From an optimization exercise on the open Yosys and OpenROAD flow, aimed at small area, a short achievable clock period and few clock cycles; shortcuts taken in it are not production practice. At most, simulation tests tie the RTL to the original design; equivalence was not proved. Power is estimated from default activity; no workload was simulated.

==> flow/design.v <==
module ex_stage (
  input  logic        clk,
  input  logic        rst,
  input  logic [31:0] i_inst,
  input  logic [2:0]  i_alusel,
  input  logic [4:0]  i_aluop,
  input  logic [31:0] i_srcLeft,
  input  logic [31:0] i_srcRight,
  input  logic [1:0]  i_memop,
  input  logic [4:0]  i_dest,
  input  logic        i_writeEnable,
  input  logic        i_flush,
  output logic [31:0] o_result,
  output logic [1:0]  o_memop,
  output logic [31:0] o_memAddr,
  output logic [31:0] o_storeData,
  output logic [4:0]  o_dest,
  output logic        o_writeEnable,
  output logic        o_overflow,
  output logic        o_stallReq
);
  localparam logic [2:0] SEL_SPECIAL = 3'd0, SEL_LOGIC = 3'd1, SEL_ARITH = 3'd2,
                         SEL_MULDIV  = 3'd3, SEL_MEMACC = 3'd4;
  logic [31:0] A, B;
  logic [31:0] hi, lo;
  assign A = i_srcLeft;
  assign B = i_srcRight;
  function automatic logic [5:0] bitlen(input logic [31:0] x);
    logic [5:0] n;
    n = 6'd0;
    for (int i = 0; i < 32; i++) if (x[i]) n = i + 1;
    bitlen = n;
  endfunction
  function automatic logic [31:0] rev32(input logic [31:0] x);
    for (int i = 0; i < 32; i++) rev32[i] = x[31 - i];
  endfunction
  logic [31:0] r0_q, r1_q, x_q;
  logic [32:0] m_q;
  logic [5:0]  cnt_q;
  logic [2:0]  dg_q;
  logic        busy_q, swap_q, div_q, sgn_q, xs_q, negq_q, dom_q, sub_q, prep_q;
  logic        kill, is_md, uses_hl, stall, retire, md_start, mthi, mtlo;
  assign kill     = rst | i_flush;
  assign is_md    = (i_alusel == SEL_MULDIV) && (i_aluop[4:2] == 3'd0);
  assign uses_hl  = is_md || ((i_alusel == SEL_SPECIAL) && (i_aluop != 5'd0) && (i_aluop <= 5'd4));
  assign stall    = !kill && busy_q && uses_hl;
  assign retire   = !kill && !stall;
  assign md_start = retire && is_md;
  assign mthi     = retire && (i_alusel == SEL_SPECIAL) && (i_aluop == 5'd3);
  assign mtlo     = retire && (i_alusel == SEL_SPECIAL) && (i_aluop == 5'd4);
  logic        sgn, an, bn, op_div, swp, dz, qz, mneg;
  logic [31:0] ta, tb, msel, sh_out;
  logic [5:0]  dsh;
  logic [5:0]  lza, lzb, bl, na, lbd, s_div;
  logic        mlow;
  assign op_div  = i_aluop[1];
  assign sgn     = !i_aluop[0];
  assign an      = sgn && A[31];
  assign bn      = sgn && B[31];
  assign ta      = A ^ {32{an}};
  assign tb      = B ^ {32{bn}};
  assign lza     = bitlen(ta);
  assign lzb     = bitlen(tb);
  assign swp     = lza < lzb;
  assign bl      = swp ? lza : lzb;
  assign msel    = swp ? A : B;
  assign mneg    = swp ? an : bn;
  function automatic logic below_lead(input logic [31:0] t);
    logic seen;
    below_lead = 1'b0;
    seen = 1'b0;
    for (int i = 31; i >= 1; i--) begin
      if (!seen && t[i]) below_lead = t[i-1];
      seen = seen | t[i];
    end
  endfunction
  assign mlow    = (bl == 6'd1) ? 1'b0 : ((swp ? below_lead(ta) : below_lead(tb)) ^ mneg);
  assign na      = lza + {5'd0, an};         
  assign lbd     = (lzb == 6'd0) ? {5'd0, bn} : lzb;   
  assign dz      = (lzb == 6'd0) && !bn;     
  assign qz      = na < lbd;                 
  assign s_div   = na - lbd;
  assign dsh     = cnt_q - 6'd1;
  assign sh_out  = m_q[31:0] << dsh[4:0];
  logic        last, neg, two, zero, c, accept;
  logic [34:0] base, addv;
  logic [33:0] add_a, add_b, add_s;
  logic        add_c;
  logic [30:0] r0_id;
  logic        r0_down;
  logic [3:0]  tq0, tq1;
  logic [31:0] r0_mul0, r0_mul1, r0_mul, r0_div;
  logic [4:0]  nj;
  logic        qbit;
  assign last = (cnt_q == 6'd1);
  assign neg  = dg_q[2] && !(dg_q[1] && dg_q[0]);
  assign two  = (dg_q == 3'b100) || (dg_q == 3'b011);
  assign zero = (dg_q == 3'b000) || (dg_q == 3'b111);
  assign base = zero ? 35'd0 : (two ? {xs_q, xs_q, x_q, 1'b0} : {xs_q, xs_q, xs_q, x_q});
  assign addv = base ^ {35{neg}};
  always_comb begin
    if (div_q) begin
      add_a = {{2{sgn_q && r1_q[31]}}, r1_q};
      add_b = {m_q[32], m_q} ^ {34{sub_q}};
      add_c = sub_q;
    end else begin
      add_a = {2'b00, r1_q[29:0], 2'b00};
      add_b = {2'b00, addv[31:0]};
      add_c = neg;
    end
  end
  assign add_s  = add_a + add_b + {33'd0, add_c};
  assign c      = add_s[32];
  assign accept = dom_q ? (add_s[33] || (add_s == 34'd0)) : !add_s[33];
  assign r0_down = !div_q && tq0[3];
  assign r0_id   = r0_q[30:0] + {{30{r0_down}}, 1'b1};
  function automatic logic [31:0] r0_add(input logic [3:0] t, input logic [29:0] r,
                                         input logic [29:0] rid);
    r0_add = (t[3:2] == 2'b00) ? {r, t[1:0]} : {rid, t[1:0]};
  endfunction
  assign tq0     = {2'b00, r1_q[31:30]} + {addv[34], addv[34:32]};
  assign tq1     = tq0 + 4'd1;
  assign r0_mul0 = r0_add(tq0, r0_q[29:0], r0_id[29:0]);
  assign r0_mul1 = r0_add(tq1, r0_q[29:0], r0_id[29:0]);
  assign r0_mul  = c ? r0_mul1 : r0_mul0;
  assign qbit   = accept ^ negq_q;
  assign r0_div = (last && negq_q) ? (qbit ? {r0_id, 1'b0} : {r0_q[30:0], 1'b1})
                                   : {r0_q[30:0], qbit};
  assign nj = cnt_q[4:0] - 5'd2;
  always_ff @(posedge clk) begin
    if (rst) begin
      r0_q   <= '0;
      r1_q   <= '0;
      swap_q <= 1'b0;
      busy_q <= 1'b0;
      prep_q <= 1'b0;
    end else if (prep_q) begin
      m_q    <= {m_q[32], sh_out};
      prep_q <= 1'b0;
    end else if (busy_q) begin
      cnt_q <= cnt_q - 6'd1;
      dg_q  <= {dg_q[0], m_q[{nj, 1'b1}], m_q[{nj, 1'b0}]};
      if (div_q) begin
        r0_q <= r0_div;
        if (accept) r1_q <= add_s[31:0];
        m_q  <= {m_q[32], m_q[32:1]};
      end else begin
        r0_q <= r0_mul;
        r1_q <= add_s[31:0];
      end
      if (last) busy_q <= 1'b0;
    end else if (md_start) begin
      div_q  <= op_div;
      sgn_q  <= sgn;
      x_q    <= swp ? B : A;
      xs_q   <= swp ? bn : an;
      negq_q <= an ^ bn;
      dom_q  <= an;
      sub_q  <= an == bn;
      m_q    <= op_div ? {bn, B} : {msel, 1'b0};
      dg_q   <= bl[0] ? {mneg, !mneg, mlow} : {mneg, mneg, !mneg};
      swap_q <= op_div;
      r1_q   <= op_div ? A : 32'd0;
      r0_q   <= {32{op_div && (dz || ((an ^ bn) && !qz))}};
      if (op_div) begin
        cnt_q  <= s_div + 6'd1;
        busy_q <= !dz && !qz;
        prep_q <= !dz && !qz;
      end else begin
        cnt_q  <= (bl + 6'd2) >> 1;
        busy_q <= !((lza == 6'd0 && !an) || (lzb == 6'd0 && !bn));
      end
    end else begin
      if (mthi) begin
        if (swap_q) r1_q <= A; else r0_q <= A;
      end
      if (mtlo) begin
        if (swap_q) r0_q <= A; else r1_q <= A;
      end
    end
  end
  assign hi = swap_q ? r1_q : r0_q;
  assign lo = swap_q ? r0_q : r1_q;
  logic [31:0] mem_addr, sum, diff, sh_in, sh_r, sh_res, res;
  logic [31:0] sum_lo, diff_lo;
  logic        cs31, cd31, cd32, add_ovf, sub_ovf, n31, slt, sltu, left, fill;
  logic [63:0] sh_full;
  assign mem_addr = A + {{16{i_inst[15]}}, i_inst[15:0]};
  assign {cs31, sum_lo[30:0]}  = {1'b0, A[30:0]} + {1'b0, B[30:0]};
  assign {cd31, diff_lo[30:0]} = {1'b0, A[30:0]} + {1'b0, ~B[30:0]} + 32'd1;
  assign sum      = {A[31] ^ B[31] ^ cs31, sum_lo[30:0]};
  assign diff     = {A[31] ^ ~B[31] ^ cd31, diff_lo[30:0]};
  assign cd32     = (A[31] & ~B[31]) | ((A[31] | ~B[31]) & cd31);
  assign add_ovf  = (A[31] ~^ B[31]) & (A[31] ^ cs31);
  assign n31      = B[31] ^ (|B[30:0]);
  assign sub_ovf  = (A[31] ~^ n31) & (B[31] ~^ cd31);
  assign sltu     = !cd32;
  assign slt      = !cd32 ^ A[31] ^ B[31];
  assign left    = (i_aluop[1:0] == 2'd0);
  assign fill    = i_aluop[1] && A[31];
  assign sh_in   = left ? rev32(A) : A;
  assign sh_full = {{32{fill}}, sh_in} >> B[4:0];
  assign sh_r    = sh_full[31:0];
  assign sh_res  = left ? rev32(sh_r) : sh_r;
  logic live, is_sp, is_lg, is_ar, is_mem;
  logic s_hi, s_lo, s_and, s_or, s_xor, s_nor, s_sh, s_add, s_sub, s_slt, s_sltu, s_mem;
  logic we_base, ovf;
  assign live   = !kill;
  assign is_sp  = i_alusel == SEL_SPECIAL;
  assign is_lg  = i_alusel == SEL_LOGIC;
  assign is_ar  = i_alusel == SEL_ARITH;
  assign is_mem = i_alusel == SEL_MEMACC;
  assign s_hi   = live && is_sp && (i_aluop == 5'd1);
  assign s_lo   = live && is_sp && (i_aluop == 5'd2);
  assign s_and  = live && is_lg && (i_aluop == 5'd0);
  assign s_or   = live && is_lg && (i_aluop == 5'd1);
  assign s_xor  = live && is_lg && (i_aluop == 5'd2);
  assign s_nor  = live && is_lg && (i_aluop == 5'd3);
  assign s_sh   = live && is_lg && (i_aluop >= 5'd4) && (i_aluop <= 5'd6);
  assign s_add  = live && is_ar && (i_aluop == 5'd0);
  assign s_sub  = live && is_ar && (i_aluop == 5'd1);
  assign s_slt  = live && is_ar && (i_aluop == 5'd2);
  assign s_sltu = live && is_ar && (i_aluop == 5'd3);
  assign s_mem  = live && is_mem;
  assign res = ({32{s_and}} & (A & B)) | ({32{s_or}} & (A | B)) | ({32{s_xor}} & (A ^ B))
             | ({32{s_nor}} & ~(A | B)) | ({32{s_hi}} & hi) | ({32{s_lo}} & lo)
             | ({32{s_sh}} & sh_res) | ({32{s_add}} & sum) | ({32{s_sub}} & diff)
             | ({32{s_mem}} & mem_addr) | {31'd0, (s_slt & slt) | (s_sltu & sltu)};
  always_comb begin
    we_base = 1'b0;
    case (i_alusel)
      SEL_SPECIAL: we_base = (i_aluop == 5'd0) ? i_writeEnable : ((i_aluop == 5'd1) || (i_aluop == 5'd2));
      SEL_LOGIC:   we_base = (i_aluop <= 5'd6) && i_writeEnable;
      SEL_ARITH:   we_base = (i_aluop <= 5'd3) && i_writeEnable;
      SEL_MEMACC:  we_base = i_writeEnable;
      default:     we_base = 1'b0;
    endcase
  end
  assign ovf = (s_add & add_ovf) | (s_sub & sub_ovf);
  assign o_result      = res;
  assign o_memop       = i_memop & {2{live}};
  assign o_memAddr     = mem_addr & {32{live}};
  assign o_storeData   = i_srcRight & {32{live}};
  assign o_dest        = i_dest & {5{live}};
  assign o_writeEnable = live && we_base && !stall && !ovf;
  assign o_overflow    = ovf;
  assign o_stallReq    = stall;
endmodule
clock: 9.0 ns
lec_check: 0
abc_area: 0
cap_margin: 20
core_margin: 2
core_utilization: 40
setup_slack_margin: 2.5
slew_margin: 20
run.sh (not shown) runs the stock make flow with config.mk's settings and CLKGATE_MAP_FILE= SYNTH_SCRIPT=/design/flow/synth_recipe.tcl, a recipe that flattens the netlist after the stock synthesis.
Edit:
--- a/flow/design.v
+++ b/flow/design.v
@@ -35,26 +35,25 @@
     for (int i = 0; i < 32; i++) rev32[i] = x[31 - i];
   endfunction
   logic [31:0] r0_q, r1_q, x_q;
   logic [32:0] m_q;
   logic [5:0]  cnt_q;
   logic [2:0]  dg_q;
-  logic        busy_q, swap_q, div_q, sgn_q, xs_q, negq_q, dom_q, sub_q, prep_q;
+  logic        busy_q, swap_q, div_q, sgn_q, xs_q, negq_q, dom_q, sub_q;
   logic        kill, is_md, uses_hl, stall, retire, md_start, mthi, mtlo;
   assign kill     = rst | i_flush;
   assign is_md    = (i_alusel == SEL_MULDIV) && (i_aluop[4:2] == 3'd0);
   assign uses_hl  = is_md || ((i_alusel == SEL_SPECIAL) && (i_aluop != 5'd0) && (i_aluop <= 5'd4));
   assign stall    = !kill && busy_q && uses_hl;
   assign retire   = !kill && !stall;
   assign md_start = retire && is_md;
   assign mthi     = retire && (i_alusel == SEL_SPECIAL) && (i_aluop == 5'd3);
   assign mtlo     = retire && (i_alusel == SEL_SPECIAL) && (i_aluop == 5'd4);
   logic        sgn, an, bn, op_div, swp, dz, qz, mneg;
   logic [31:0] ta, tb, msel, sh_out;
-  logic [5:0]  dsh;
-  logic [5:0]  lza, lzb, bl, na, lbd, s_div;
+  logic [5:0]  lza, lzb, bl, na, lbd, s_div, bl2;
   logic        mlow;
   assign op_div  = i_aluop[1];
   assign sgn     = !i_aluop[0];
   assign an      = sgn && A[31];
   assign bn      = sgn && B[31];
   assign ta      = A ^ {32{an}};
@@ -62,29 +61,20 @@
   assign lza     = bitlen(ta);
   assign lzb     = bitlen(tb);
   assign swp     = lza < lzb;
   assign bl      = swp ? lza : lzb;
   assign msel    = swp ? A : B;
   assign mneg    = swp ? an : bn;
-  function automatic logic below_lead(input logic [31:0] t);
-    logic seen;
-    below_lead = 1'b0;
-    seen = 1'b0;
-    for (int i = 31; i >= 1; i--) begin
-      if (!seen && t[i]) below_lead = t[i-1];
-      seen = seen | t[i];
-    end
-  endfunction
-  assign mlow    = (bl == 6'd1) ? 1'b0 : ((swp ? below_lead(ta) : below_lead(tb)) ^ mneg);
+  assign bl2     = bl - 6'd2;
+  assign mlow    = (bl == 6'd1) ? 1'b0 : msel[bl2[4:0]];
   assign na      = lza + {5'd0, an};         
   assign lbd     = (lzb == 6'd0) ? {5'd0, bn} : lzb;   
   assign dz      = (lzb == 6'd0) && !bn;     
   assign qz      = na < lbd;                 
   assign s_div   = na - lbd;
-  assign dsh     = cnt_q - 6'd1;
-  assign sh_out  = m_q[31:0] << dsh[4:0];
+  assign sh_out  = B << s_div[4:0];
   logic        last, neg, two, zero, c, accept;
   logic [34:0] base, addv;
   logic [33:0] add_a, add_b, add_s;
   logic        add_c;
   logic [30:0] r0_id;
   logic        r0_down;
@@ -130,16 +120,12 @@
   always_ff @(posedge clk) begin
     if (rst) begin
       r0_q   <= '0;
       r1_q   <= '0;
       swap_q <= 1'b0;
       busy_q <= 1'b0;
-      prep_q <= 1'b0;
-    end else if (prep_q) begin
-      m_q    <= {m_q[32], sh_out};
-      prep_q <= 1'b0;
     end else if (busy_q) begin
       cnt_q <= cnt_q - 6'd1;
       dg_q  <= {dg_q[0], m_q[{nj, 1'b1}], m_q[{nj, 1'b0}]};
       if (div_q) begin
         r0_q <= r0_div;
         if (accept) r1_q <= add_s[31:0];
@@ -154,21 +140,20 @@
       sgn_q  <= sgn;
       x_q    <= swp ? B : A;
       xs_q   <= swp ? bn : an;
       negq_q <= an ^ bn;
       dom_q  <= an;
       sub_q  <= an == bn;
-      m_q    <= op_div ? {bn, B} : {msel, 1'b0};
+      m_q    <= op_div ? {bn, sh_out} : {msel, 1'b0};
       dg_q   <= bl[0] ? {mneg, !mneg, mlow} : {mneg, mneg, !mneg};
       swap_q <= op_div;
       r1_q   <= op_div ? A : 32'd0;
       r0_q   <= {32{op_div && (dz || ((an ^ bn) && !qz))}};
       if (op_div) begin
         cnt_q  <= s_div + 6'd1;
         busy_q <= !dz && !qz;
-        prep_q <= !dz && !qz;
       end else begin
         cnt_q  <= (bl + 6'd2) >> 1;
         busy_q <= !((lza == 6'd0 && !an) || (lzb == 6'd0 && !bn));
       end
     end else begin
       if (mthi) begin
- The new run completed with no timing, DRC or antenna violations
- setup slack gets worse by 22 ps
- power climbs by 22%
- fmax came out lower by 0.30%
- design area came out lower by about 3.6%
- final cell count falls by about 7%
- clock skew stays flat
- via count came out lower by about 6%
- routed wire length came out lower by about 6%
- synthesized area falls by 5.7%
- global-route usage rose by 0.23 points
- die area fell by about 5.6%
Testbench counts after the change, summed over its fixed seeds: cycles 7,336.
The RTL of the first run of this note was laid out without a check of its function.

what the ideal ports hide:
The flow's constraints put no driver on any port. The routed layouts listed below were extracted and timed again, unchanged, in two steps. Step 1: set_driving_cell puts a clkbuf_16 on clk and a buf_2 on each other input, an assumption about the parent block. Step 2 also shifts input and output timing later by t, the mid clock arrival at the registers, as if the neighbouring blocks saw the same clock. a / b / c = no drivers / after step 1 / after step 2; a / b = the first two.
run	shift t [ns]	slack for setup (ns)	clock arrival spread, ns
the first run	0.509	1.777 / 1.733 / 1.733	0.018 / 0.018
the second run	0.553	1.755 / 1.711 / 1.711	0.017 / 0.018
After both steps setup and hold are still met in every run listed.
